This design comes from an exercise in tuning for small area and a short achievable clock period on the open sky130 flow, not from production work.
Function was checked by simulation only, so behaviour that the tests miss may differ from the original.
No activity file was given, so power comes from the tool's default toggle rates.

==> design/flow/config.mk <==
export PLATFORM = sky130hd
export DESIGN_NAME = exp_bf16_top
export DESIGN_NICKNAME = exp_bf16_top
export VERILOG_FILES = /design/flow/design.v
export SDC_FILE = /design/flow/constraint.sdc
export NUM_CORES = 4
export LEC_CHECK = 0
export CAP_MARGIN = 20
export CORE_MARGIN = 2
export CORE_UTILIZATION = 40
export SLEW_MARGIN = 20
==> design/flow/constraint.sdc <==
create_clock -name core_clock -period 11.5 [get_ports {clk}]
set_input_delay 2.3000 -clock core_clock [delete_from_list [all_inputs] [get_ports {clk}]]
set_output_delay 2.3000 -clock core_clock [all_outputs]
set_load 0.01 [all_outputs]
==> design/flow/design.v <==
    localparam int bf16_man_w = 7;        
    localparam int bf16_bias  = 127;
    localparam logic [7:0] exp_tiny = 8'd118;    
    localparam logic [7:0] exp_huge = 8'd134;    
    localparam logic [15:0] bf16_one  = 16'h3f80;
    localparam logic [15:0] bf16_pinf = 16'h7f80;
    localparam logic [15:0] bf16_qnan = 16'h7fc0;
    localparam logic [15:0] bf16_zero = 16'h0000;
    localparam int frac_w  = 16;
    localparam int fix_w   = 8 + frac_w;      
    localparam int unit_w  = frac_w + 1;      
    localparam int shift_w = 10;              
    localparam logic [unit_w-1:0] log2e_fix = 17'h17154;     
    localparam logic [unit_w-1:0] ln2_fix   = 17'h0b172;     
    localparam logic [unit_w-1:0] one_fix   = 17'h10000;
`default_nettype none
module exp_range_reduce
(
    input  logic        sgn,
    input  logic [6:0]  man,
    output logic [22:0] pp
);
    localparam int bf16_man_w = 7;        
    localparam int bf16_bias  = 127;
    localparam logic [7:0] exp_tiny = 8'd118;    
    localparam logic [7:0] exp_huge = 8'd134;    
    localparam logic [15:0] bf16_one  = 16'h3f80;
    localparam logic [15:0] bf16_pinf = 16'h7f80;
    localparam logic [15:0] bf16_qnan = 16'h7fc0;
    localparam logic [15:0] bf16_zero = 16'h0000;
    localparam int frac_w  = 16;
    localparam int fix_w   = 8 + frac_w;      
    localparam int unit_w  = frac_w + 1;      
    localparam int shift_w = 10;              
    localparam logic [unit_w-1:0] log2e_fix = 17'h17154;     
    localparam logic [unit_w-1:0] ln2_fix   = 17'h0b172;     
    localparam logic [unit_w-1:0] one_fix   = 17'h10000;
    localparam logic [14:0] k_odd = log2e_fix[16:2];
    assign pp = {1'b1, man} * k_odd - {22'b0, sgn};
endmodule
`default_nettype wire
`default_nettype none
module exp_horner_stage
(
    input  logic [13:0] f,        
    output logic [7:0]  g
);
    logic [7:0] base;
    logic [5:0] thr;
    always_comb
    begin
        case (f[13:6])
        8'd0: begin base = 8'd255; thr = 6'd0; end
        8'd1: begin base = 8'd0; thr = 6'd29; end
        8'd2: begin base = 8'd0; thr = 6'd0; end
        8'd3: begin base = 8'd0; thr = 6'd0; end
        8'd4: begin base = 8'd1; thr = 6'd20; end
        8'd5: begin base = 8'd1; thr = 6'd0; end
        8'd6: begin base = 8'd1; thr = 6'd0; end
        8'd7: begin base = 8'd2; thr = 6'd8; end
        8'd8: begin base = 8'd2; thr = 6'd0; end
        8'd9: begin base = 8'd2; thr = 6'd0; end
        8'd10: begin base = 8'd3; thr = 6'd0; end
        8'd11: begin base = 8'd3; thr = 6'd0; end
        8'd12: begin base = 8'd4; thr = 6'd48; end
        8'd13: begin base = 8'd4; thr = 6'd0; end
        8'd14: begin base = 8'd4; thr = 6'd0; end
        8'd15: begin base = 8'd5; thr = 6'd36; end
        8'd16: begin base = 8'd5; thr = 6'd0; end
        8'd17: begin base = 8'd5; thr = 6'd0; end
        8'd18: begin base = 8'd6; thr = 6'd24; end
        8'd19: begin base = 8'd6; thr = 6'd0; end
        8'd20: begin base = 8'd6; thr = 6'd0; end
        8'd21: begin base = 8'd7; thr = 6'd4; end
        8'd22: begin base = 8'd7; thr = 6'd0; end
        8'd23: begin base = 8'd8; thr = 6'd48; end
        8'd24: begin base = 8'd8; thr = 6'd0; end
        8'd25: begin base = 8'd8; thr = 6'd0; end
        8'd26: begin base = 8'd9; thr = 6'd32; end
        8'd27: begin base = 8'd9; thr = 6'd0; end
        8'd28: begin base = 8'd9; thr = 6'd0; end
        8'd29: begin base = 8'd10; thr = 6'd8; end
        8'd30: begin base = 8'd10; thr = 6'd0; end
        8'd31: begin base = 8'd11; thr = 6'd48; end
        8'd32: begin base = 8'd11; thr = 6'd0; end
        8'd33: begin base = 8'd11; thr = 6'd0; end
        8'd34: begin base = 8'd12; thr = 6'd28; end
        8'd35: begin base = 8'd12; thr = 6'd0; end
        8'd36: begin base = 8'd12; thr = 6'd0; end
        8'd37: begin base = 8'd13; thr = 6'd0; end
        8'd38: begin base = 8'd13; thr = 6'd0; end
        8'd39: begin base = 8'd14; thr = 6'd40; end
        8'd40: begin base = 8'd14; thr = 6'd0; end
        8'd41: begin base = 8'd14; thr = 6'd0; end
        8'd42: begin base = 8'd15; thr = 6'd14; end
        8'd43: begin base = 8'd15; thr = 6'd0; end
        8'd44: begin base = 8'd16; thr = 6'd48; end
        8'd45: begin base = 8'd16; thr = 6'd0; end
        8'd46: begin base = 8'd16; thr = 6'd0; end
        8'd47: begin base = 8'd17; thr = 6'd24; end
        8'd48: begin base = 8'd17; thr = 6'd0; end
        8'd49: begin base = 8'd18; thr = 6'd56; end
        8'd50: begin base = 8'd18; thr = 6'd0; end
        8'd51: begin base = 8'd18; thr = 6'd0; end
        8'd52: begin base = 8'd19; thr = 6'd24; end
        8'd53: begin base = 8'd19; thr = 6'd0; end
        8'd54: begin base = 8'd20; thr = 6'd56; end
        8'd55: begin base = 8'd20; thr = 6'd0; end
        8'd56: begin base = 8'd20; thr = 6'd0; end
        8'd57: begin base = 8'd21; thr = 6'd32; end
        8'd58: begin base = 8'd21; thr = 6'd0; end
        8'd59: begin base = 8'd22; thr = 6'd52; end
        8'd60: begin base = 8'd22; thr = 6'd0; end
        8'd61: begin base = 8'd22; thr = 6'd0; end
        8'd62: begin base = 8'd23; thr = 6'd16; end
        8'd63: begin base = 8'd23; thr = 6'd0; end
        8'd64: begin base = 8'd24; thr = 6'd48; end
        8'd65: begin base = 8'd24; thr = 6'd0; end
        8'd66: begin base = 8'd24; thr = 6'd0; end
        8'd67: begin base = 8'd25; thr = 6'd8; end
        8'd68: begin base = 8'd25; thr = 6'd0; end
        8'd69: begin base = 8'd26; thr = 6'd36; end
        8'd70: begin base = 8'd26; thr = 6'd0; end
        8'd71: begin base = 8'd26; thr = 6'd0; end
        8'd72: begin base = 8'd27; thr = 6'd0; end
        8'd73: begin base = 8'd27; thr = 6'd0; end
        8'd74: begin base = 8'd28; thr = 6'd16; end
        8'd75: begin base = 8'd28; thr = 6'd0; end
        8'd76: begin base = 8'd29; thr = 6'd32; end
        8'd77: begin base = 8'd29; thr = 6'd0; end
        8'd78: begin base = 8'd30; thr = 6'd60; end
        8'd79: begin base = 8'd30; thr = 6'd0; end
        8'd80: begin base = 8'd30; thr = 6'd0; end
        8'd81: begin base = 8'd31; thr = 6'd16; end
        8'd82: begin base = 8'd31; thr = 6'd0; end
        8'd83: begin base = 8'd32; thr = 6'd32; end
        8'd84: begin base = 8'd32; thr = 6'd0; end
        8'd85: begin base = 8'd33; thr = 6'd56; end
        8'd86: begin base = 8'd33; thr = 6'd0; end
        8'd87: begin base = 8'd33; thr = 6'd0; end
        8'd88: begin base = 8'd34; thr = 6'd8; end
        8'd89: begin base = 8'd34; thr = 6'd0; end
        8'd90: begin base = 8'd35; thr = 6'd32; end
        8'd91: begin base = 8'd35; thr = 6'd0; end
        8'd92: begin base = 8'd36; thr = 6'd40; end
        8'd93: begin base = 8'd36; thr = 6'd0; end
        8'd94: begin base = 8'd37; thr = 6'd48; end
        8'd95: begin base = 8'd37; thr = 6'd0; end
        8'd96: begin base = 8'd37; thr = 6'd0; end
        8'd97: begin base = 8'd38; thr = 6'd8; end
        8'd98: begin base = 8'd38; thr = 6'd0; end
        8'd99: begin base = 8'd39; thr = 6'd16; end
        8'd100: begin base = 8'd39; thr = 6'd0; end
        8'd101: begin base = 8'd40; thr = 6'd32; end
        8'd102: begin base = 8'd40; thr = 6'd0; end
        8'd103: begin base = 8'd41; thr = 6'd46; end
        8'd104: begin base = 8'd41; thr = 6'd0; end
        8'd105: begin base = 8'd42; thr = 6'd48; end
        8'd106: begin base = 8'd42; thr = 6'd0; end
        8'd107: begin base = 8'd42; thr = 6'd0; end
        8'd108: begin base = 8'd43; thr = 6'd4; end
        8'd109: begin base = 8'd43; thr = 6'd0; end
        8'd110: begin base = 8'd44; thr = 6'd16; end
        8'd111: begin base = 8'd44; thr = 6'd0; end
        8'd112: begin base = 8'd45; thr = 6'd22; end
        8'd113: begin base = 8'd45; thr = 6'd0; end
        8'd114: begin base = 8'd46; thr = 6'd32; end
        8'd115: begin base = 8'd46; thr = 6'd0; end
        8'd116: begin base = 8'd47; thr = 6'd36; end
        8'd117: begin base = 8'd47; thr = 6'd0; end
        8'd118: begin base = 8'd48; thr = 6'd48; end
        8'd119: begin base = 8'd48; thr = 6'd0; end
        8'd120: begin base = 8'd49; thr = 6'd48; end
        8'd121: begin base = 8'd49; thr = 6'd0; end
        8'd122: begin base = 8'd50; thr = 6'd56; end
        8'd123: begin base = 8'd50; thr = 6'd0; end
        8'd124: begin base = 8'd51; thr = 6'd56; end
        8'd125: begin base = 8'd51; thr = 6'd0; end
        8'd126: begin base = 8'd52; thr = 6'd60; end
        8'd127: begin base = 8'd52; thr = 6'd0; end
        8'd128: begin base = 8'd52; thr = 6'd0; end
        8'd129: begin base = 8'd53; thr = 6'd0; end
        8'd130: begin base = 8'd53; thr = 6'd0; end
        8'd131: begin base = 8'd54; thr = 6'd0; end
        8'd132: begin base = 8'd54; thr = 6'd0; end
        8'd133: begin base = 8'd55; thr = 6'd0; end
        8'd134: begin base = 8'd55; thr = 6'd0; end
        8'd135: begin base = 8'd56; thr = 6'd0; end
        8'd136: begin base = 8'd56; thr = 6'd0; end
        8'd137: begin base = 8'd57; thr = 6'd0; end
        8'd138: begin base = 8'd57; thr = 6'd0; end
        8'd139: begin base = 8'd58; thr = 6'd8; end
        8'd140: begin base = 8'd58; thr = 6'd0; end
        8'd141: begin base = 8'd59; thr = 6'd0; end
        8'd142: begin base = 8'd60; thr = 6'd60; end
        8'd143: begin base = 8'd60; thr = 6'd0; end
        8'd144: begin base = 8'd61; thr = 6'd60; end
        8'd145: begin base = 8'd61; thr = 6'd0; end
        8'd146: begin base = 8'd62; thr = 6'd56; end
        8'd147: begin base = 8'd62; thr = 6'd0; end
        8'd148: begin base = 8'd63; thr = 6'd50; end
        8'd149: begin base = 8'd63; thr = 6'd0; end
        8'd150: begin base = 8'd64; thr = 6'd48; end
        8'd151: begin base = 8'd64; thr = 6'd0; end
        8'd152: begin base = 8'd65; thr = 6'd48; end
        8'd153: begin base = 8'd65; thr = 6'd0; end
        8'd154: begin base = 8'd66; thr = 6'd34; end
        8'd155: begin base = 8'd66; thr = 6'd0; end
        8'd156: begin base = 8'd67; thr = 6'd24; end
        8'd157: begin base = 8'd67; thr = 6'd0; end
        8'd158: begin base = 8'd68; thr = 6'd0; end
        8'd159: begin base = 8'd68; thr = 6'd0; end
        8'd160: begin base = 8'd69; thr = 6'd16; end
        8'd161: begin base = 8'd69; thr = 6'd0; end
        8'd162: begin base = 8'd70; thr = 6'd0; end
        8'd163: begin base = 8'd71; thr = 6'd56; end
        8'd164: begin base = 8'd71; thr = 6'd0; end
        8'd165: begin base = 8'd72; thr = 6'd52; end
        8'd166: begin base = 8'd72; thr = 6'd0; end
        8'd167: begin base = 8'd73; thr = 6'd40; end
        8'd168: begin base = 8'd73; thr = 6'd0; end
        8'd169: begin base = 8'd74; thr = 6'd16; end
        8'd170: begin base = 8'd74; thr = 6'd0; end
        8'd171: begin base = 8'd75; thr = 6'd16; end
        8'd172: begin base = 8'd75; thr = 6'd0; end
        8'd173: begin base = 8'd76; thr = 6'd4; end
        8'd174: begin base = 8'd76; thr = 6'd0; end
        8'd175: begin base = 8'd77; thr = 6'd0; end
        8'd176: begin base = 8'd78; thr = 6'd40; end
        8'd177: begin base = 8'd78; thr = 6'd0; end
        8'd178: begin base = 8'd79; thr = 6'd28; end
        8'd179: begin base = 8'd79; thr = 6'd0; end
        8'd180: begin base = 8'd80; thr = 6'd12; end
        8'd181: begin base = 8'd80; thr = 6'd0; end
        8'd182: begin base = 8'd81; thr = 6'd0; end
        8'd183: begin base = 8'd82; thr = 6'd48; end
        8'd184: begin base = 8'd82; thr = 6'd0; end
        8'd185: begin base = 8'd83; thr = 6'd32; end
        8'd186: begin base = 8'd83; thr = 6'd0; end
        8'd187: begin base = 8'd84; thr = 6'd14; end
        8'd188: begin base = 8'd85; thr = 6'd60; end
        8'd189: begin base = 8'd85; thr = 6'd0; end
        8'd190: begin base = 8'd86; thr = 6'd32; end
        8'd191: begin base = 8'd86; thr = 6'd0; end
        8'd192: begin base = 8'd87; thr = 6'd32; end
        8'd193: begin base = 8'd87; thr = 6'd0; end
        8'd194: begin base = 8'd88; thr = 6'd4; end
        8'd195: begin base = 8'd88; thr = 6'd0; end
        8'd196: begin base = 8'd89; thr = 6'd0; end
        8'd197: begin base = 8'd90; thr = 6'd32; end
        8'd198: begin base = 8'd90; thr = 6'd0; end
        8'd199: begin base = 8'd91; thr = 6'd16; end
        8'd200: begin base = 8'd92; thr = 6'd56; end
        8'd201: begin base = 8'd92; thr = 6'd0; end
        8'd202: begin base = 8'd93; thr = 6'd32; end
        8'd203: begin base = 8'd93; thr = 6'd0; end
        8'd204: begin base = 8'd94; thr = 6'd16; end
        8'd205: begin base = 8'd95; thr = 6'd52; end
        8'd206: begin base = 8'd95; thr = 6'd0; end
        8'd207: begin base = 8'd96; thr = 6'd32; end
        8'd208: begin base = 8'd96; thr = 6'd0; end
        8'd209: begin base = 8'd97; thr = 6'd8; end
        8'd210: begin base = 8'd98; thr = 6'd48; end
        8'd211: begin base = 8'd98; thr = 6'd0; end
        8'd212: begin base = 8'd99; thr = 6'd28; end
        8'd213: begin base = 8'd99; thr = 6'd0; end
        8'd214: begin base = 8'd100; thr = 6'd8; end
        8'd215: begin base = 8'd101; thr = 6'd48; end
        8'd216: begin base = 8'd101; thr = 6'd0; end
        8'd217: begin base = 8'd102; thr = 6'd16; end
        8'd218: begin base = 8'd102; thr = 6'd0; end
        8'd219: begin base = 8'd103; thr = 6'd0; end
        8'd220: begin base = 8'd104; thr = 6'd28; end
        8'd221: begin base = 8'd104; thr = 6'd0; end
        8'd222: begin base = 8'd105; thr = 6'd4; end
        8'd223: begin base = 8'd106; thr = 6'd38; end
        8'd224: begin base = 8'd106; thr = 6'd0; end
        8'd225: begin base = 8'd107; thr = 6'd16; end
        8'd226: begin base = 8'd108; thr = 6'd48; end
        8'd227: begin base = 8'd108; thr = 6'd0; end
        8'd228: begin base = 8'd109; thr = 6'd24; end
        8'd229: begin base = 8'd110; thr = 6'd56; end
        8'd230: begin base = 8'd110; thr = 6'd0; end
        8'd231: begin base = 8'd111; thr = 6'd24; end
        8'd232: begin base = 8'd111; thr = 6'd0; end
        8'd233: begin base = 8'd112; thr = 6'd0; end
        8'd234: begin base = 8'd113; thr = 6'd30; end
        8'd235: begin base = 8'd113; thr = 6'd0; end
        8'd236: begin base = 8'd114; thr = 6'd0; end
        8'd237: begin base = 8'd115; thr = 6'd36; end
        8'd238: begin base = 8'd115; thr = 6'd0; end
        8'd239: begin base = 8'd116; thr = 6'd0; end
        8'd240: begin base = 8'd117; thr = 6'd32; end
        8'd241: begin base = 8'd117; thr = 6'd0; end
        8'd242: begin base = 8'd118; thr = 6'd4; end
        8'd243: begin base = 8'd119; thr = 6'd32; end
        8'd244: begin base = 8'd119; thr = 6'd0; end
        8'd245: begin base = 8'd120; thr = 6'd0; end
        8'd246: begin base = 8'd121; thr = 6'd32; end
        8'd247: begin base = 8'd121; thr = 6'd0; end
        8'd248: begin base = 8'd122; thr = 6'd0; end
        8'd249: begin base = 8'd123; thr = 6'd28; end
        8'd250: begin base = 8'd124; thr = 6'd60; end
        8'd251: begin base = 8'd124; thr = 6'd0; end
        8'd252: begin base = 8'd125; thr = 6'd24; end
        8'd253: begin base = 8'd126; thr = 6'd54; end
        8'd254: begin base = 8'd126; thr = 6'd0; end
        8'd255: begin base = 8'd127; thr = 6'd20; end
        default: begin base = f[13:6]; thr = f[5:0]; end
        endcase
    end
    assign g = base + {7'b0, f[5:0] >= thr};
endmodule
`default_nettype wire
`default_nettype none
module exp_result_pack
(
    input  logic [9:0]  e_pre,       
    input  logic [7:0]  g,           
    input  logic        sgn,
    input  logic        f_nan,       
    input  logic        f_sat,       
    input  logic        f_one,       
    output logic [15:0] res
);
    localparam int bf16_man_w = 7;        
    localparam int bf16_bias  = 127;
    localparam logic [7:0] exp_tiny = 8'd118;    
    localparam logic [7:0] exp_huge = 8'd134;    
    localparam logic [15:0] bf16_one  = 16'h3f80;
    localparam logic [15:0] bf16_pinf = 16'h7f80;
    localparam logic [15:0] bf16_qnan = 16'h7fc0;
    localparam logic [15:0] bf16_zero = 16'h0000;
    localparam int frac_w  = 16;
    localparam int fix_w   = 8 + frac_w;      
    localparam int unit_w  = frac_w + 1;      
    localparam int shift_w = 10;              
    localparam logic [unit_w-1:0] log2e_fix = 17'h17154;     
    localparam logic [unit_w-1:0] ln2_fix   = 17'h0b172;     
    localparam logic [unit_w-1:0] one_fix   = 17'h10000;
    logic [9:0]  e_fin;
    logic        ovf;
    logic        unf;
    assign e_fin = e_pre + {9'b0, g[7]};
    assign ovf   = !sgn && (f_sat || $signed(e_fin) >= 10'sd255);
    assign unf   = sgn && (f_sat || $signed(e_fin) <= 10'sd0);
    always_comb
    begin
        if (f_nan)
            res = bf16_qnan;
        else if (f_one)
            res = bf16_one;
        else if (ovf)
            res = bf16_pinf;
        else if (unf)
            res = bf16_zero;
        else
            res = {1'b0, e_fin[7:0], g[6:0]};
    end
endmodule
`default_nettype wire
`default_nettype none
module exp_bf16_top
(
    input  logic        clk,
    input  logic        rst,
    input  logic        valid_i,
    input  logic [15:0] data_i,
    output logic        valid_o,
    output logic [15:0] data_o
);
    localparam int bf16_man_w = 7;        
    localparam int bf16_bias  = 127;
    localparam logic [7:0] exp_tiny = 8'd118;    
    localparam logic [7:0] exp_huge = 8'd134;    
    localparam logic [15:0] bf16_one  = 16'h3f80;
    localparam logic [15:0] bf16_pinf = 16'h7f80;
    localparam logic [15:0] bf16_qnan = 16'h7fc0;
    localparam logic [15:0] bf16_zero = 16'h0000;
    localparam int frac_w  = 16;
    localparam int fix_w   = 8 + frac_w;      
    localparam int unit_w  = frac_w + 1;      
    localparam int shift_w = 10;              
    localparam logic [unit_w-1:0] log2e_fix = 17'h17154;     
    localparam logic [unit_w-1:0] ln2_fix   = 17'h0b172;     
    localparam logic [unit_w-1:0] one_fix   = 17'h10000;
    logic [4:0] v;       
    always_ff @(posedge clk)
    begin
        if (rst)
            v <= '0;
        else
            v <= {v[3:0], valid_i};
    end
    assign valid_o = v[4];
    logic [15:0] d1;
    always_ff @(posedge clk)
        d1 <= data_i;
    logic        sgn;
    logic [7:0]  exp_b;
    logic [6:0]  man;
    logic [22:0] pp_c;
    assign sgn   = d1[15];
    assign exp_b = d1[14:7];
    assign man   = d1[6:0];
    exp_range_reduce i_reduce
    (
        .sgn (sgn),
        .man (man),
        .pp  (pp_c)
    );
    logic        s2;
    logic        nan2;
    logic        sat2;
    logic        one2;
    logic [3:0]  sh2;
    logic [22:0] pp2;
    always_ff @(posedge clk)
    begin
        s2   <= sgn;
        nan2 <= exp_b == 8'hff && man != '0;
        sat2 <= exp_b >= exp_huge;
        one2 <= exp_b < exp_tiny;
        sh2  <= exp_b[3:0] - 4'd6;       
        pp2  <= pp_c;
    end
    logic [37:0] q_c;
    assign q_c = {15'b0, pp2} << sh2;
    logic        s3;
    logic        nan3;
    logic        sat3;
    logic        one3;
    logic [21:0] u3;
    always_ff @(posedge clk)
    begin
        s3   <= s2;
        nan3 <= nan2;
        sat3 <= sat2;
        one3 <= one2;
        u3   <= q_c[37:16];
    end
    logic [21:0] t3;         
    logic [7:0]  g_c;
    assign t3 = u3 ^ {22{s3}};
    exp_horner_stage i_tab
    (
        .f (t3[13:0]),
        .g (g_c)
    );
    logic        s4;
    logic        nan4;
    logic        sat4;
    logic        one4;
    logic [7:0]  g4;
    logic [9:0]  e4;
    always_ff @(posedge clk)
    begin
        s4   <= s3;
        nan4 <= nan3;
        sat4 <= sat3;
        one4 <= one3;
        g4   <= g_c;
        e4   <= {{2{s3}}, t3[21:14]} + 10'(bf16_bias);
    end
    logic [15:0] res_c;
    exp_result_pack i_pack
    (
        .e_pre (e4),
        .g     (g4),
        .sgn   (s4),
        .f_nan (nan4),
        .f_sat (sat4),
        .f_one (one4),
        .res   (res_c)
    );
    always_ff @(posedge clk)
        data_o <= res_c;
endmodule
`default_nettype wire
==> design/flow/run.sh <==
#!/bin/bash
# synth_recipe.tcl (not shown) runs the flow's synth.tcl, then flattens the netlist and writes it again
# the make line also repeats each setting of config.mk as NAME=value (left out here)
make -C /OpenROAD-flow-scripts/flow DESIGN_CONFIG=/design/flow/config.mk WORK_HOME=/design/flow/orfs CLKGATE_MAP_FILE= SYNTH_SCRIPT=/design/flow/synth_recipe.tcl finish
==> results of run 1 <==
per-stage QoR:
stage / worst slack (ps) / instances / total power (W) / util (%) / hold slack [ps]
detailed placement: 6460 / 1590 / 0.00256 / 42.9 / 312
finish: 6300 / 1622 / 0.00314 / 45.1 / 324
CTS: 6430 / 1622 / 0.00308 / 45.1 / 326
global route: 6070 / 1622 / 0.00334 / 45.1 / 324
global placement: 6440 / 1590 / 0.00259 / 42.9 / 314
floorplan: 6580 / 1297 / 0.00203 / - / 310
worst reg2reg max path, stage by stage, from the launching register on:
cell       delay, ps
dfxtp_4          680
xor2_1           660
ha_1             690
nand2_1          190
nor2_1           330
a221oi_1         150
a2111oi_0        430
o21ai_0          140
ha_1             280
a21o_1           160
a21o_1           170
a21oi_1          140
nor2b_1           60
o21ai_0          140
nand2b_1         100
ha_1             250
ha_1             230
nand2_1           70
nor2_1            50
xor2_1           170
flip-flops by register name, indices dropped and copies added (netlist names), 4 cells and up:
| register | count |
|---|---|
| pp2 | 22 |
| v | 5 |
| e4 | 10 |
| d1 | 16 |
| sh2 | 4 |
| u3 | 22 |
| g4 | 8 |
| data_o | 15 |
cells in the final DEF (no fill, tap or decap), drive strengths merged, types with 7 or more instances in the layout:
cell type and instances:
dfxtp 114, a21oi 101, inv 100, ha 88, o21ai 88, nand2 87
nor2 80, xnor2 40, mux2i 36, nor3 35, nand3 35, nor2b 35
clkdlybuf4s50 34, a211oi 30, xor2 30, fa 25, o22ai 24, nand2b 21
buf 20, a21o 19, clkbuf 19, mux2 16, and2 14, o221ai 13
a31oi 13, o211ai 13, nor4 10, a221oi 9, and3 8, a2111oi 7
synthesized netlist by cell type (14+ instances only):
master    count  area share, %
and2_1       14           0.85
nand3_1      35            1.7
buf_2        24            1.2
nand2_1      87            3.2
a21o_1       19            1.4
a21oi_1     101            4.9
nor2_1       78            2.8
o22ai_1      24            1.5
inv_1        93            3.4
nand2b_1     21            1.3
buf_1        16           0.58
fa_1         25            4.8
clkbuf_1     40            1.5
ha_1         88             11
o21ai_0      81            3.9
dfxtp_1     114             22
nor3_1       35            1.7
a211oi_1     29            2.1
mux2_2       15            1.6
mux2i_1      36            3.5
nor2b_1      35            2.1
xnor2_1      39            3.3
xor2_1       28            2.4
metal layers:
metal	vias to the layer above	share of wire, %
met2	526	43
met5	-	0
li1	4660	-
met4	0	3.9
met3	105	8.7
met1	4473	44
cell type report:
class	instances	area (µm²)	share of cell area, %
Inverter	95	357	3.12
Timing Repair Buffer	54	490	4.29
Multi-Input combinational cell	997	7310	64.0
Sequential cell	114	2290	20.0
Clock buffer	19	443	3.88
Clock inverter	13	124	1.08
Tap cell	330	413	3.61
worst paths after layout:
| kind | startpoint | end | slack [ps] | cells past startpoint |
|---|---|---|---|---|
| max | s3 | g4[6] | 6300 | 19 |
| min | one3 | one4 | 320 | 0 |
| max reg2reg | s3 | g4[6] | 6300 | 19 |
| min reg2reg | one3 | one4 | 320 | 0 |
where the power goes:
group	internal, W	switching (W)	leakage, nW
clock	0.000306	0.000200	0.279
sequential	0.000510	0.0000870	0.955
combinational	0.000732	0.00130	3.51
total	0.00155	0.00159	4.75
cells by family after synthesis:
| family | Yosys count | synth area share [%] |
|---|---|---|
| AOI/OAI and AO/OA | 393 | 24.9 |
| and+or+nand+nor | 363 | 17.7 |
| buffers and inverters | 186 | 7.41 |
| DFF | 114 | 22.0 |
| adders and majority gates | 113 | 15.5 |
| xor gates and xnor gates | 70 | 6.14 |
| muxes | 57 | 6.31 |
| other | 1 | 0.0362 |
==> flow_summary.json, run 1 <==
{
  "synth_edf_count": 0,
  "fmax_ghz": 0.192,
  "crit_type": "flop to flop",
  "critical_path.most_common_cell": "ha_1",
  "timing.critical_path.buf_inv": 0,
  "holdBufCountCts": 0,
  "clk_latency_ps": 410,
  "ant_nets": 0,
  "avgSynthCellArea_um2": 7.98,
  "ios": 36,
  "n_antenna_cell": 0,
  "syn_to_final_growth_pct": 10.4,
  "remaining_drc_errors": 0,
  "rsz0062_at_grt": "no",
  "slew_viol_final": 0,
  "worst_pin_slew_ps": 1060,
  "clock_skew_ps": 12.5,
  "grtUsageMet2_pct": 35.6,
  "numPortBuffers": 34,
  "fin_nets": 1411,
  "synthDistinctLibCells": 89,
  "viasPerCell": 6.02,
  "cp_cell_sequence": "xor2_1 > ha_1 > nand2_1 > nor2_1 > a221oi_1 > a2111oi_0 > o21ai_0 > ha_1 > a21o_1 > a21o_1 > a21oi_1 > nor2b_1 > o21ai_0 > nand2b_1 > ha_1 > ha_1 > nand2_1 > nor2_1 > xor2_1",
  "place_congestion": 0.995,
  "powerDensity_nw_per_um2": 275,
  "die_area_um2": 27200,
  "startpoint_type": "flop",
  "busiest_layer": "met2",
  "antenna_found_initial": 0,
  "post-route-cell-area_um2": 11400,
  "die_h_um": 165,
  "grt_pass1_wl_um": 49700,
  "grt_util_met1_pct": 31.6,
  "htree_levels": 4,
  "cts_tree": "built",
  "postRouteWirelength_um": 31200,
  "hpwl_um": 22500,
  "layout-drive-gt1-share_pct": 7.12,
  "worst_path_dominant_cell_family": "adder cells",
  "synth-async-reset-ratio_pct": 0,
  "fp.coreArea_um2": 25300,
  "path_max_fanout": 34,
  "worstSetupEndpointType": "flop",
  "drt_first_pass_iters": 6,
  "clock-sinks": 114,
  "required_ps": 11790,
  "cts_buffers": 17,
  "p_leak_nw": 4.75,
  "drtIter0Drc": 1266,
  "track_usage_pct": 23.4,
  "slowest_delay_ps": 690,
  "post-route-min-period_ps": 5200,
  "fillers": 2498,
  "netlist_instances": 1297,
  "cts_root_buf": "clkbuf_16",
  "hold_path_class": "flop to flop",
  "grt_max_degree": 75,
  "synth_ff_type": "dfxtp_1",
  "start_util_pct": 40.9,
  "setup_violations": 0,
  "post-cts-setup-buffers": 0,
  "timing.final.crit_share_pct": 45.2,
  "drv_cap": 0,
  "synth_nets": 1429,
  "cp_slowest_cell": "ha_1",
  "tns_ps": 0,
  "vias": 9764,
  "rows": 58,
  "slew_headroom_pct": 29.4,
  "cts_resized": 0,
  "ys_ff_latch": 114,
  "crit_arrival_ps": 5490,
  "vdd_drop_max_mv": 0.137,
  "yosys_warnings": 3,
  "die_x_um": 165,
  "final-hold-violation-count": 0,
  "overflow": 0,
  "yosysSeqAreaShare_pct": 22.0,
  "grt_pass1_vias": 9234,
  "syn-cell-area_um2": 10400,
  "use_met3_pct": 5.15,
  "status": "complete, no violations",
  "placed_cell_area_um2": 10900,
  "drt-wirelength-per-cell_um": 19.2,
  "path_clk_slew_ps": 60,
  "cts_buffer_depth": 2
}
==> run 2: changes to the inputs <==
--- a/design/flow/design.v
+++ b/design/flow/design.v
@@ -20,36 +20,57 @@
     input  logic [6:0]  man,
     output logic [22:0] pp
 );
-    localparam int bf16_man_w = 7;        
-    localparam int bf16_bias  = 127;
-    localparam logic [7:0] exp_tiny = 8'd118;    
-    localparam logic [7:0] exp_huge = 8'd134;    
-    localparam logic [15:0] bf16_one  = 16'h3f80;
-    localparam logic [15:0] bf16_pinf = 16'h7f80;
-    localparam logic [15:0] bf16_qnan = 16'h7fc0;
-    localparam logic [15:0] bf16_zero = 16'h0000;
-    localparam int frac_w  = 16;
-    localparam int fix_w   = 8 + frac_w;      
-    localparam int unit_w  = frac_w + 1;      
-    localparam int shift_w = 10;              
-    localparam logic [unit_w-1:0] log2e_fix = 17'h17154;     
-    localparam logic [unit_w-1:0] ln2_fix   = 17'h0b172;     
-    localparam logic [unit_w-1:0] one_fix   = 17'h10000;
-    localparam logic [14:0] k_odd = log2e_fix[16:2];
-    assign pp = {1'b1, man} * k_odd - {22'b0, sgn};
+    logic [3:0]  sel_hi;
+    logic [22:0] p_hi;
+    logic [18:0] p_lo;
+    assign sel_hi = {sgn, man[6:4]};
+    assign p_hi =
+        ({23{sel_hi == 4'd0}} & 23'h2e2a80) |
+        ({23{sel_hi == 4'd1}} & 23'h33efd0) |
+        ({23{sel_hi == 4'd2}} & 23'h39b520) |
+        ({23{sel_hi == 4'd3}} & 23'h3f7a70) |
+        ({23{sel_hi == 4'd4}} & 23'h453fc0) |
+        ({23{sel_hi == 4'd5}} & 23'h4b0510) |
+        ({23{sel_hi == 4'd6}} & 23'h50ca60) |
+        ({23{sel_hi == 4'd7}} & 23'h568fb0) |
+        ({23{sel_hi == 4'd8}} & 23'h2e2a7f) |
+        ({23{sel_hi == 4'd9}} & 23'h33efcf) |
+        ({23{sel_hi == 4'd10}} & 23'h39b51f) |
+        ({23{sel_hi == 4'd11}} & 23'h3f7a6f) |
+        ({23{sel_hi == 4'd12}} & 23'h453fbf) |
+        ({23{sel_hi == 4'd13}} & 23'h4b050f) |
+        ({23{sel_hi == 4'd14}} & 23'h50ca5f) |
+        ({23{sel_hi == 4'd15}} & 23'h568faf);
+    assign p_lo =
+        ({19{man[3:0] == 4'd0}} & 19'h00000) |
+        ({19{man[3:0] == 4'd1}} & 19'h05c55) |
+        ({19{man[3:0] == 4'd2}} & 19'h0b8aa) |
+        ({19{man[3:0] == 4'd3}} & 19'h114ff) |
+        ({19{man[3:0] == 4'd4}} & 19'h17154) |
+        ({19{man[3:0] == 4'd5}} & 19'h1cda9) |
+        ({19{man[3:0] == 4'd6}} & 19'h229fe) |
+        ({19{man[3:0] == 4'd7}} & 19'h28653) |
+        ({19{man[3:0] == 4'd8}} & 19'h2e2a8) |
+        ({19{man[3:0] == 4'd9}} & 19'h33efd) |
+        ({19{man[3:0] == 4'd10}} & 19'h39b52) |
+        ({19{man[3:0] == 4'd11}} & 19'h3f7a7) |
+        ({19{man[3:0] == 4'd12}} & 19'h453fc) |
+        ({19{man[3:0] == 4'd13}} & 19'h4b051) |
+        ({19{man[3:0] == 4'd14}} & 19'h50ca6) |
+        ({19{man[3:0] == 4'd15}} & 19'h568fb);
+    assign pp = p_hi + {4'b0, p_lo};
 endmodule
 `default_nettype wire
 `default_nettype none
 module exp_horner_stage
 (
-    input  logic [13:0] f,        
-    output logic [7:0]  g
+    input  logic [7:0] f_hi,     
+    output logic [7:0] base,
+    output logic [5:0] thr       
 );
-    logic [7:0] base;
-    logic [5:0] thr;
     always_comb
     begin
-        case (f[13:6])
+        case (f_hi)
         8'd0: begin base = 8'd255; thr = 6'd0; end
         8'd1: begin base = 8'd0; thr = 6'd29; end
         8'd2: begin base = 8'd0; thr = 6'd0; end
@@ -306,21 +327,20 @@
         8'd253: begin base = 8'd126; thr = 6'd54; end
         8'd254: begin base = 8'd126; thr = 6'd0; end
         8'd255: begin base = 8'd127; thr = 6'd20; end
-        default: begin base = f[13:6]; thr = f[5:0]; end
+        default: begin base = 8'd0; thr = 6'd0; end
         endcase
     end
-    assign g = base + {7'b0, f[5:0] >= thr};
 endmodule
 `default_nettype wire
 `default_nettype none
 module exp_result_pack
 (
     input  logic [9:0]  e_pre,       
-    input  logic [7:0]  g,           
+    input  logic [7:0]  base,        
+    input  logic        inc,         
     input  logic        sgn,
     input  logic        f_nan,       
     input  logic        f_sat,       
-    input  logic        f_one,       
     output logic [15:0] res
 );
     localparam int bf16_man_w = 7;        
@@ -338,9 +358,11 @@
     localparam logic [unit_w-1:0] log2e_fix = 17'h17154;     
     localparam logic [unit_w-1:0] ln2_fix   = 17'h0b172;     
     localparam logic [unit_w-1:0] one_fix   = 17'h10000;
+    logic [7:0]  g;          
     logic [9:0]  e_fin;
     logic        ovf;
     logic        unf;
+    assign g     = base + {7'b0, inc};
     assign e_fin = e_pre + {9'b0, g[7]};
     assign ovf   = !sgn && (f_sat || $signed(e_fin) >= 10'sd255);
     assign unf   = sgn && (f_sat || $signed(e_fin) <= 10'sd0);
@@ -348,8 +370,6 @@
     begin
         if (f_nan)
             res = bf16_qnan;
-        else if (f_one)
-            res = bf16_one;
         else if (ovf)
             res = bf16_pinf;
         else if (unf)
@@ -424,53 +444,61 @@
         sh2  <= exp_b[3:0] - 4'd6;       
         pp2  <= pp_c;
     end
+    logic [22:0] px_c;       
     logic [37:0] q_c;
-    assign q_c = {15'b0, pp2} << sh2;
+    logic [21:0] t_c;        
+    assign px_c = pp2 ^ {23{s2}};
+    assign q_c  = {{15{s2}}, px_c} << sh2;
+    assign t_c  = q_c[37:16];
     logic        s3;
     logic        nan3;
     logic        sat3;
     logic        one3;
-    logic [21:0] u3;
+    logic [7:0]  f3_hi;      
+    logic [5:0]  f3_lo;      
+    logic [9:0]  e3;         
     always_ff @(posedge clk)
     begin
-        s3   <= s2;
-        nan3 <= nan2;
-        sat3 <= sat2;
-        one3 <= one2;
-        u3   <= q_c[37:16];
+        s3    <= s2;
+        nan3  <= nan2;
+        sat3  <= sat2;
+        one3  <= one2;
+        f3_hi <= t_c[13:6];
+        f3_lo <= t_c[5:0];
+        e3    <= one2 ? 10'(bf16_bias) : {{2{s2}}, t_c[21:14]} + 10'(bf16_bias);
     end
-    logic [21:0] t3;         
-    logic [7:0]  g_c;
-    assign t3 = u3 ^ {22{s3}};
+    logic [7:0]  base_c;
+    logic [5:0]  thr_c;
     exp_horner_stage i_tab
     (
-        .f (t3[13:0]),
-        .g (g_c)
+        .f_hi (f3_hi & ~{8{one3}}),
+        .base (base_c),
+        .thr  (thr_c)
     );
     logic        s4;
     logic        nan4;
     logic        sat4;
-    logic        one4;
-    logic [7:0]  g4;
+    logic [7:0]  base4;
+    logic        inc4;
     logic [9:0]  e4;
     always_ff @(posedge clk)
     begin
-        s4   <= s3;
-        nan4 <= nan3;
-        sat4 <= sat3;
-        one4 <= one3;
-        g4   <= g_c;
-        e4   <= {{2{s3}}, t3[21:14]} + 10'(bf16_bias);
+        s4    <= s3;
+        nan4  <= nan3;
+        sat4  <= sat3;
+        base4 <= base_c;
+        inc4  <= f3_lo >= thr_c;
+        e4    <= e3;
     end
     logic [15:0] res_c;
     exp_result_pack i_pack
     (
         .e_pre (e4),
-        .g     (g4),
+        .base  (base4),
+        .inc   (inc4),
         .sgn   (s4),
         .f_nan (nan4),
         .f_sat (sat4),
-        .f_one (one4),
         .res   (res_c)
     );
     always_ff @(posedge clk)
==> run 2 against run 1 <==
Still clean on timing, DRC and antenna. Clock skew is 0.69 ps lower. Flip-flop and latch count grew 2. Sequential share of layout area up 3.3 points. Largest cell class unchanged.
==> flow_summary.json, run 2 <==
{
  "status": "complete, no violations",
  "startpoint_type": "flop",
  "track_usage_pct": 22.5,
  "viasPerCell": 6.10,
  "antenna_found_initial": 0,
  "remaining_drc_errors": 0,
  "rr_startpoint": "one3",
  "cts_buffers": 17,
  "final_cell_mix": "nand2_1 (116), dfxtp_1 (115), nor2_1 (91)",
  "required_ps": 11810,
  "clock_skew_ps": 11.8,
  "cts_buffer_depth": 2,
  "vias": 8580,
  "largest_register": "pp2",
  "placed_cell_area_um2": 9360,
  "ios": 36,
  "clock-sinks": 116,
  "grtUsageMet2_pct": 33.1,
  "hold-path-cell-count": 0,
  "final-hold-violation-count": 0,
  "timing.hold.ws_ps": 319,
  "mostFrequentLayoutCell": "nand2_1",
  "path_clk_slew_ps": 60,
  "syn_to_final_growth_pct": 10.6,
  "tns_ps": 0,
  "synthDistinctLibCells": 84,
  "grt_pass1_vias": 8097,
  "fmax_ghz": 0.226,
  "busiest_layer": "met2",
  "setup_violations": 0,
  "ys_ff_latch": 116,
  "cts_tree": "built",
  "rsz0062_at_grt": "no",
  "htree_levels": 4,
  "combPwrFrac_pct": 48.7,
  "synth_top_area_share_pct": 25.8,
  "slew_viol_final": 0,
  "critical_path.most_common_cell": "nand2_1",
  "crit_arrival_ps": 4730,
  "slowest_delay_ps": 790,
  "intPower_w": 0.00126,
  "synth_ff_type": "dfxtp_1",
  "avgSynthCellArea_um2": 7.92,
  "fin_nets": 1178,
  "synth_top_cell_by_area": "dfxtp_1",
  "postRouteWirelength_um": 26300,
  "p_clk_share_pct": 24.7,
  "p_leak_nw": 3.92,
  "path_max_fanout": 36,
  "yosys-top-cells-count": "dfxtp_1 (116), nand2_1 (116), nor2_1 (91), o21ai_0 (84), a21oi_1 (77)",
  "overflow": 0,
  "drt-wirelength-per-cell_um": 18.7,
  "synth_nets": 1203,
  "fp.coreArea_um2": 22000,
  "hold_end": "e4[3]",
  "swShare_pct": 42.5,
  "ant_nets": 0,
  "die_x_um": 154,
  "crit_type": "flop to flop",
  "drv_cap": 0,
  "post-route-min-period_ps": 4430,
  "vdd_drop_max_mv": 0.118,
  "place_congestion": 1.02,
  "clk_latency_ps": 420,
  "powerDensity_nw_per_um2": 221,
  "holdBufCountCts": 0,
  "cts_resized": 0,
  "yosysSeqAreaShare_pct": 25.8,
  "cp_slowest_cell": "ha_1",
  "netlist_instances": 1138,
  "post-route-cell-area_um2": 9970,
  "post-route-util_pct": 45.4,
  "worstSetupEndpointType": "flop",
  "grt_util_met1_pct": 30.0,
  "worst_pin_slew_ps": 1040,
  "fillers": 2163,
  "n_antenna_cell": 0,
  "rrSetupSlack_ps": 7070,
  "rows": 54,
  "drtIter0Drc": 943,
  "hold_path_class": "flop to flop",
  "cts_root_buf": "clkbuf_16",
  "use_met3_pct": 5.89,
  "yosys_warnings": 3,
  "start_util_pct": 41.1,
  "largest_reg_flops": 22,
  "grt_pass1_wl_um": 43000,
  "p_seq_share_pct": 26.6,
  "synth_edf_count": 0,
  "netSwitchingPower_w": 0.000936,
  "post-cts-setup-buffers": 0,
  "timing.final.crit_share_pct": 38.5,
  "hpwl_um": 18200,
  "layout-drive-gt1-share_pct": 8.70,
  "slew_headroom_pct": 30.7,
  "die_area_um2": 23800,
  "hp-start": "e3[3]",
  "top_regs": "pp2: 22 flops, d1: 16 flops, data_o: 15 flops",
  "cp_cell_sequence": "buf_4 > inv_1 > nand2_1 > inv_1 > ha_1 > nand2_1 > o21ai_0 > a32oi_1 > o31ai_1 > nand2_1 > ha_1 > a21o_1 > a21o_1 > a21oi_1 > nor2b_1 > o21ai_0 > nand2b_1",
  "drt_first_pass_iters": 8,
  "synth.area.top_cells": "dfxtp_1 (26%), ha_1 (6.2%), xnor2_1 (5.2%)",
  "syn-cell-area_um2": 9020,
  "die_h_um": 154,
  "numPortBuffers": 34,
  "grt_max_degree": 56,
  "synth-async-reset-ratio_pct": 0,
  "reg2reg_depth": 17,
  "worstReg2RegEnd": "inc4"
}
## run 2: cell types whose count changed in the layout (fill, tap and decap cells not counted), moves of 24 or more
cell     previous run  this run
fa_1               25         1
inv_1              93        36
a21oi_1           101        77
nand2_1            87       116
ha_1               88        45
## run 2: per-stage QoR
stage / power, W / instances / worst slack, ps
finish: 0.00220 / 1406 / 7070
detailed placement: 0.00163 / 1374 / 7190
global placement: 0.00165 / 1374 / 7290
floorplan: 0.00134 / 1138 / 7990
CTS: 0.00218 / 1406 / 7220
global route: 0.00234 / 1406 / 6720
## run 2: how the worst max path moves through the flow
stage	startpoint	cells past startpoint	slack, ps	to
after floorplan	one3	22	7990	inc4
after global placement	one3	17	7290	inc4
after detailed placement	one3	17	7190	inc4
after CTS	one3	17	7220	inc4
after global routing	one3	17	6720	inc4
final	one3	17	7070	inc4
## run 2: area by class of cell
type / count / area (µm²) / share of cell area, %
inverters: 39 / 146 / 1.47
clock inverters: 14 / 175 / 1.76
multi-input cells: 889 / 6070 / 60.9
flip-flops and latches: 116 / 2320 / 23.3
well taps: 280 / 350 / 3.51
repair buffers: 50 / 460 / 4.62
clock buffers: 18 / 439 / 4.41
## run 2: critical path, delay by kind of cell (launching register included)
kind | cells | cell delay [ps]
adder cells (fa/ha/maj) | 2 | 1080
AO/OA/AOI/OAI | 7 | 1180
buffers and inverters | 3 | 880
AND/OR/NAND/NOR | 5 | 840
flip-flops | 1 | 300
## run 2: cells by family after synthesis
logic type      Yosys count  synth area share, %
compound gates          369                 27.5
xor+xnor                 72                 6.99
fa+ha+maj                46                 6.47
buf+inv                 133                 6.88
flops                   116                 25.8
mux                      62                 8.78
other cells               1               0.0416
simple gates            339                 17.5
## run 2: power groups by stage
stage | Clock, W | Combinational, W | Sequential (W)
final | 0.000544 | 0.00107 | 0.000586
after floorplan | 0 | 0.000779 | 0.000556
after global routing | 0.000576 | 0.00116 | 0.000600
after global placement | 0 | 0.00105 | 0.000593
after CTS | 0.000558 | 0.00104 | 0.000586
after detailed placement | 0 | 0.00103 | 0.000594
## run 2: metal layers
layer,vias to the layer above,wire [µm]
met5,-,0
met4,0,1210
met3,125,2640
met2,493,11300
met1,3879,11200
li1,4083,-
==> run 3: changes to the inputs <==
--- a/design/flow/config.mk
+++ b/design/flow/config.mk
@@ -5,7 +5,8 @@
 export SDC_FILE = /design/flow/constraint.sdc
 export NUM_CORES = 4
 export LEC_CHECK = 0
+export ABC_AREA = 1
 export CAP_MARGIN = 20
 export CORE_MARGIN = 2
-export CORE_UTILIZATION = 40
+export CORE_UTILIZATION = 60
 export SLEW_MARGIN = 20
==> run 3 against run 2 <==
Power down 18%. Critical path depth up 2. Register-to-register slack better by 640 ps. Die area down 39%. Highest routed layer unchanged. Still clean on timing, DRC and antenna. Synthesized cell count up 12%. Clock power up 0.9%. Maximum frequency up 17%. Flip-flop and latch count unchanged. Critical path type unchanged.
==> flow_summary.json, run 3 <==
{
  "synth.most_common_cell": "nand2_1",
  "fmax_ghz": 0.264,
  "synth-async-reset-ratio_pct": 0,
  "track_usage_pct": 32.8,
  "cp-startpoint": "one3",
  "setup_violations": 0,
  "path_clk_slew_ps": 60,
  "cts_resized": 0,
  "synth.area.mux_share_pct": 0.244,
  "drt_first_pass_iters": 6,
  "rsz0062_at_grt": "no",
  "clock-sinks": 116,
  "hpwl_um": 16600,
  "final_cell_mix": "nand2_1 (317), inv_1 (126), o21ai_0 (120)",
  "syn-cell-area_um2": 8190,
  "startpoint_type": "flop",
  "rows": 42,
  "slew_viol_final": 0,
  "postRouteWirelength_um": 22800,
  "final-hold-violation-count": 0,
  "slowest_delay_ps": 580,
  "drv_cap": 0,
  "clock_skew_ps": 9.77,
  "rrSetupSlack_ps": 7710,
  "p_leak_nw": 4.37,
  "synth_top_family_by_area": "simple AND/OR/NAND/NOR gates",
  "numPortBuffers": 34,
  "die_x_um": 121,
  "cts_tree": "built",
  "holdBufCountCts": 0,
  "n_antenna_cell": 0,
  "hp-start": "sat2",
  "slew_headroom_pct": 47.4,
  "viasPerCell": 5.89,
  "tns_ps": 0,
  "worstSetupEndpointType": "flop",
  "drt-wirelength-per-cell_um": 15.5,
  "powerDensity_nw_per_um2": 197,
  "vias": 8648,
  "cts_buffer_depth": 2,
  "top_regs": "pp2: 22 flops, d1: 16 flops, data_o: 15 flops",
  "antenna_found_initial": 0,
  "grt_pass1_wl_um": 38600,
  "crit_type": "flop to flop",
  "ios": 36,
  "overflow": 0,
  "mostFrequentLayoutCell": "nand2_1",
  "grt_max_degree": 49,
  "rr_startpoint": "one3",
  "synth_edf_count": 0,
  "post-cts-setup-buffers": 0,
  "post-route-min-period_ps": 3790,
  "synth_xor_area_share_pct": 5.56,
  "post-route-util_pct": 68.9,
  "largest_reg_flops": 22,
  "synth_top_cell_by_area": "dfxtp_1",
  "required_ps": 11800,
  "worst_pin_slew_ps": 788,
  "timing.final.crit_share_pct": 33.0,
  "cts_buffers": 17,
  "synthDistinctLibCells": 46,
  "multi_input_area_um2": 5110,
  "cp_slowest_cell": "nor2_1",
  "crit_arrival_ps": 4090,
  "clk_latency_ps": 420,
  "synth_simple_gate_area_share_pct": 29.1,
  "layout-drive-gt1-share_pct": 4.41,
  "place_congestion": 1.08,
  "netlist_instances": 1274,
  "cp_cell_sequence": "nor2_1 > inv_1 > ha_1 > nand2_1 > inv_1 > nand2_1 > o21ai_0 > nand2_1 > o21ai_0 > nand2_1 > a21oi_1 > nor2_1 > ha_1 > a21boi_0 > o21a_1 > o21a_1 > o21a_1 > o21ai_0 > nand2_1",
  "cts_root_buf": "clkbuf_16",
  "status": "complete, no violations",
  "synthAdderAreaFrac_pct": 7.12,
  "synth.area.top_cells": "dfxtp_1 (28%), nand2_1 (15%), o21ai_0 (7.3%)",
  "die_h_um": 121,
  "start_util_pct": 61.6,
  "yosysSeqAreaShare_pct": 28.4,
  "hold_path_class": "flop to flop",
  "path_max_fanout": 9,
  "synth_nets": 1339,
  "remaining_drc_errors": 0,
  "synth_compound_gate_area_share_pct": 20.3,
  "grt_pass1_vias": 8009,
  "synth_top_area_share_pct": 28.4,
  "fillers": 1176,
  "yosys-top-cells-count": "nand2_1 (317), inv_1 (126), o21ai_0 (120), dfxtp_1 (116), nand3_1 (112)",
  "vdd_drop_max_mv": 0.124,
  "critical_path.most_common_cell": "nand2_1",
  "ant_nets": 0,
  "seq_area_um2": 2320,
  "fp.coreArea_um2": 13300,
  "syn_to_final_growth_pct": 11.8,
  "htree_levels": 4,
  "avgSynthCellArea_um2": 6.43,
  "yosys_warnings": 3,
  "largest_register": "pp2",
  "die_area_um2": 14600,
  "drtIter0Drc": 1058,
  "fin_nets": 1345,
  "synth_ff_type": "dfxtp_1",
  "ys_ff_latch": 116
}
-- run 3: layer usage --
layer  up-vias  wire length (µm)  global-route usage (%)
met1      3809              9390                    40.7
li1       4263                 -                       -
met3       101              1790                    6.04
met2       475             10600                    54.1
met5         -                 0                       0
met4         0              1030                    17.4
-- run 3: layout make-up --
type                            count  share of cell area, %
Multi-Input combinational cell    970                   55.8
Sequential cell                   116                   25.4
Inverter                          136                   5.57
Clock buffer                       17                   4.64
Timing Repair Buffer               39                   4.13
Tap cell                          176                   2.40
Clock inverter                     15                   2.10
-- run 3: path summary, 6_finish.rpt --
path | endpoint | cells past startpoint
max | inc4 | 19
min | sat3 | 0
max reg2reg | inc4 | 19
min reg2reg | sat3 | 0
-- run 3: cells by family after synthesis --
logic type,Yosys count
and+or+nand+nor,574
AOI/OAI and AO/OA,295
buffers and inverters,188
DFF,116
xor gates and xnor gates,52
adders and majority gates,46
muxes,2
other,1
-- run 3: power breakdown --
part | total, W | internal, W | switching [W]
clock | 0.000549 | 0.000347 | 0.000202
sequential | 0.000542 | 0.000490 | 0.0000519
combinational | 0.000717 | 0.000253 | 0.000464
-- run 3: worst max-delay path, delay by kind of cell (launching register included) --
family	cells	cell delay, ps
flip-flops	1	380
buffers and inverters	2	410
AO/OA/AOI/OAI	8	980
adder cells (fa/ha/maj)	2	520
AND/OR/NAND/NOR	7	1380
-- run 3: stage by stage --
stage	hold WS, ps	area, µm²	power, W	setup WS [ps]	std cells
floorplan	310	8190	0.00105	8510	1274
global placement	310	8540	0.00124	7970	1437
detailed placement	312	8540	0.00124	7850	1437
CTS	319	9160	0.00180	7830	1469
global route	328	9160	0.00193	7430	1469
finish	320	9160	0.00181	7710	1469
==> run 4: changes to the inputs <==
==> design/flow/flow/run.sh (new file) <==
#!/bin/bash
# The standard layout, with repair_timing aiming for more setup slack than
# the design's period leaves, so that the achieved period gets shorter. The
# clock period and every constraint stay the design's.
set -euo pipefail
bash standard.sh SETUP_SLACK_MARGIN=8 finish > standard_flow.log 2>&1
==> design/flow/standard.sh (new file) <==
#!/bin/bash
# synth_recipe.tcl (not shown) runs the flow's synth.tcl, then flattens the netlist and writes it again
# the make line also repeats each setting of config.mk as NAME=value (left out here)
make -C /OpenROAD-flow-scripts/flow DESIGN_CONFIG=/design/flow/config.mk WORK_HOME=/design/flow/orfs CLKGATE_MAP_FILE= SYNTH_SCRIPT=/design/flow/synth_recipe.tcl "${@:-finish}"
removed: design/flow/run.sh
==> run 4 against run 3 <==
Critical endpoint unchanged. Sequential power about the same. Final area grew 0.86%. Still clean. First-iteration DRC count decreased by 9.1%. Critical path type unchanged. Largest cell class unchanged. Die area unchanged. Via count increased by 0.22%. Critical path depth fell by 4.
==> flow_summary.json, run 4 <==
{
  "ios": 36,
  "grt_max_degree": 49,
  "cts_tree": "built",
  "drtIter0Drc": 962,
  "mostFrequentLayoutCell": "nand2_1",
  "cts_root_buf": "clkbuf_16",
  "track_usage_pct": 32.9,
  "synth_top_cell_by_area": "dfxtp_1",
  "synth_top_area_share_pct": 28.4,
  "antenna_found_initial": 0,
  "clk_latency_ps": 420,
  "path_max_fanout": 44,
  "critical_path.most_common_cell": "o21a_1",
  "syn-cell-area_um2": 8190,
  "start_util_pct": 61.6,
  "htree_levels": 4,
  "required_ps": 11800,
  "worstSetupEndpointType": "flop",
  "fillers": 1176,
  "synth.area.top_cells": "dfxtp_1 (28%), nand2_1 (15%), o21ai_0 (7.3%)",
  "crit_arrival_ps": 3640,
  "yosys_warnings": 3,
  "syn_to_final_growth_pct": 12.8,
  "drv_cap": 0,
  "rrSetupSlack_ps": 8160,
  "final_cell_mix": "nand2_1 (317), inv_1 (124), o21ai_0 (120)",
  "hp-start": "sat2",
  "worstReg2RegEnd": "inc4",
  "slowest_delay_ps": 440,
  "yosys-top-cells-count": "nand2_1 (317), inv_1 (126), o21ai_0 (120), dfxtp_1 (116), nand3_1 (112)",
  "startpoint_type": "flop",
  "cp_cell_sequence": "inv_1 > nor2_2 > buf_4 > inv_4 > nor3_1 > o221ai_1 > a21oi_1 > nor2_1 > ha_1 > a21boi_0 > o21a_1 > o21a_1 > o21a_1 > o21ai_0 > nand2_1",
  "n_antenna_cell": 0,
  "overflow": 0,
  "hold_path_class": "flop to flop",
  "vdd_drop_max_mv": 0.124,
  "clock_skew_ps": 9.18,
  "synth_nets": 1339,
  "synth_edf_count": 0,
  "synth.most_common_cell": "nand2_1",
  "netlist_instances": 1274,
  "cp_slowest_cell": "nor3_1",
  "vias": 8667,
  "synthDistinctLibCells": 46,
  "hpwl_um": 16600,
  "remaining_drc_errors": 0,
  "fin_nets": 1352,
  "rsz0062_at_grt": "yes",
  "place_congestion": 1.08,
  "fmax_ghz": 0.300,
  "largest_register": "pp2",
  "largest_reg_flops": 22,
  "rr_startpoint": "f3_hi[4]",
  "final-hold-violation-count": 0,
  "tns_ps": 0,
  "numPortBuffers": 34,
  "timing.final.crit_share_pct": 29.0,
  "die_h_um": 121,
  "powerDensity_nw_per_um2": 196,
  "ys_ff_latch": 116,
  "cts_buffer_depth": 2,
  "synth-async-reset-ratio_pct": 0,
  "holdBufCountCts": 0,
  "die_x_um": 121,
  "layout-drive-gt1-share_pct": 5.54,
  "status": "complete, no violations",
  "hold_end": "sat3",
  "yosysSeqAreaShare_pct": 28.4,
  "avgSynthCellArea_um2": 6.43,
  "clock-sinks": 116,
  "finalPower_w": 0.00181,
  "post-route-min-period_ps": 3340,
  "fp.coreArea_um2": 13300,
  "rows": 42,
  "worst_pin_slew_ps": 784,
  "grt_pass1_wl_um": 38700,
  "top_regs": "pp2: 22 flops, d1: 16 flops, data_o: 15 flops",
  "synth_ff_type": "dfxtp_1",
  "postRouteWirelength_um": 23000,
  "setup_violations": 0,
  "ant_nets": 0,
  "p_leak_nw": 4.44,
  "reg2reg_depth": 15,
  "path_clk_slew_ps": 60,
  "grt_pass1_vias": 8020,
  "hold-path-cell-count": 0,
  "drt-wirelength-per-cell_um": 15.6,
  "drt_first_pass_iters": 7,
  "viasPerCell": 5.87,
  "die_area_um2": 14600,
  "crit_type": "flop to flop",
  "slew_headroom_pct": 47.7,
  "cts_buffers": 17,
  "slew_viol_final": 0
}
run 4: changes by cell type in the layout (fill, tap and decap cells not counted), moves of 2 or more:
cell	change
nor2_4	+3
clkdlybuf4s50_1	-16
dfxtp_1	-2
dfxtp_2	+2
dlygate4sd2_1	+16
nor2_1	-3
inv_4	+2
inv_1	-2
buf_4	+5
run 4: logic make-up (layout without fill, tap and decap cells):
logic type	Yosys count	in the layout	share of synthesized area [%]
DFF	116	116	28.4
other	1	1	0.0458
muxes	2	2	0.244
xor gates and xnor gates	52	52	5.56
adders and majority gates	46	46	7.12
buffers and inverters	188	214	9.24
AOI/OAI and AO/OA	295	295	20.3
and+or+nand+nor	574	574	29.1
run 4: per-stage QoR:
| step | std cells | utilization [%] | worst slack, ps | hold WS [ps] | instance area [µm²] |
|---|---|---|---|---|---|
| after floorplan | 1274 | - | 8510 | 310 | 8190 |
| after global placement | 1437 | 64.2 | 7970 | 310 | 8540 |
| after detailed placement | 1437 | 64.2 | 7850 | 312 | 8540 |
| after CTS | 1469 | 68.8 | 7940 | 319 | 9150 |
| after global routing | 1476 | 69.5 | 7920 | 328 | 9240 |
| final | 1476 | 69.5 | 8160 | 320 | 9240 |
run 4: critical path, delay by kind of cell (launching register included):
family	cells	cell delay [ps]
AO/OA/AOI/OAI	7	1050
AND/OR/NAND/NOR	4	690
buffers and inverters	3	760
flip-flops	1	390
adder cells (fa/ha/maj)	1	270
run 4: layout make-up:
class                   count  area, µm²  area share [%]
multi-input cells         970       5140            55.7
repair inverters            1       5.00          0.0542
inverters                 136        519            5.62
clock buffers              17        425            4.60
flip-flops and latches    116       2320            25.2
well taps                 176        220            2.38
repair buffers             45        407            4.40
clock inverters            15        193            2.09
run 4: what timing repair did:
action / CTS / global route
pin swaps: 0 / 1
buffers inserted: 0 / 6
gates cloned: 0 / 1
setup endpoints to repair: 17 / 7
gates resized for setup: 19 / 15
run 4: worst max-delay path by stage:
stage | endpoint | startpoint | slack, ps | cells after the start
5_1_grt | inc4 | one3 | 7920 | 19
2_1_floorplan | inc4 | one3 | 8510 | 19
3_5_place_dp | inc4 | one3 | 7850 | 19
3_3_place_gp | inc4 | one3 | 7970 | 19
6_report | inc4 | f3_hi[4] | 8160 | 15
4_1_cts | inc4 | f3_hi[2] | 7940 | 18
run 4: where the power goes:
part	internal, W	switching [W]	leakage, nW
logic	0.000250	0.000468	3.16
registers	0.000490	0.0000523	0.973
clock network	0.000347	0.000202	0.302
total	0.00109	0.000723	4.44
run 4: metal layers:
metal  vias up  global-route usage (%)  share of wire [%]
li1       4276                       -                  -
met1      3817                    40.6                 41
met2       474                    54.1                 47
met3       100                    6.13                8.1
met4         0                    17.3                4.7
met5         -                       0                  0

-- re-timing with driven ports --
In the flow no input, the clock included, has a driving cell. The finished layouts below were timed again as built, in two steps.
Step 1, drivers: a clkbuf_16 drives clk and a buf_2 each remaining input, both assumed.
Step 2 moves the port delays by t, midway between the first and last clock arrival at a register: inputs arrive t later, outputs are due t later. That takes back most of the time a late clock gives input paths.
Slacks: ideal / step 1 / step 2; pairs: ideal / step 1.
run	t (ns)	slack for setup (ns)	worst register clock-pin slew, ns
run 1	0.449	6.298 / 6.298 / 6.298	0.06 / 0.06
run 2	0.459	7.073 / 7.073 / 7.073	0.06 / 0.06
run 3	0.456	7.710 / 7.710 / 7.710	0.06 / 0.06
run 4	0.457	8.162 / 8.162 / 8.162	0.06 / 0.06
After both steps setup and hold are still met in every run listed.
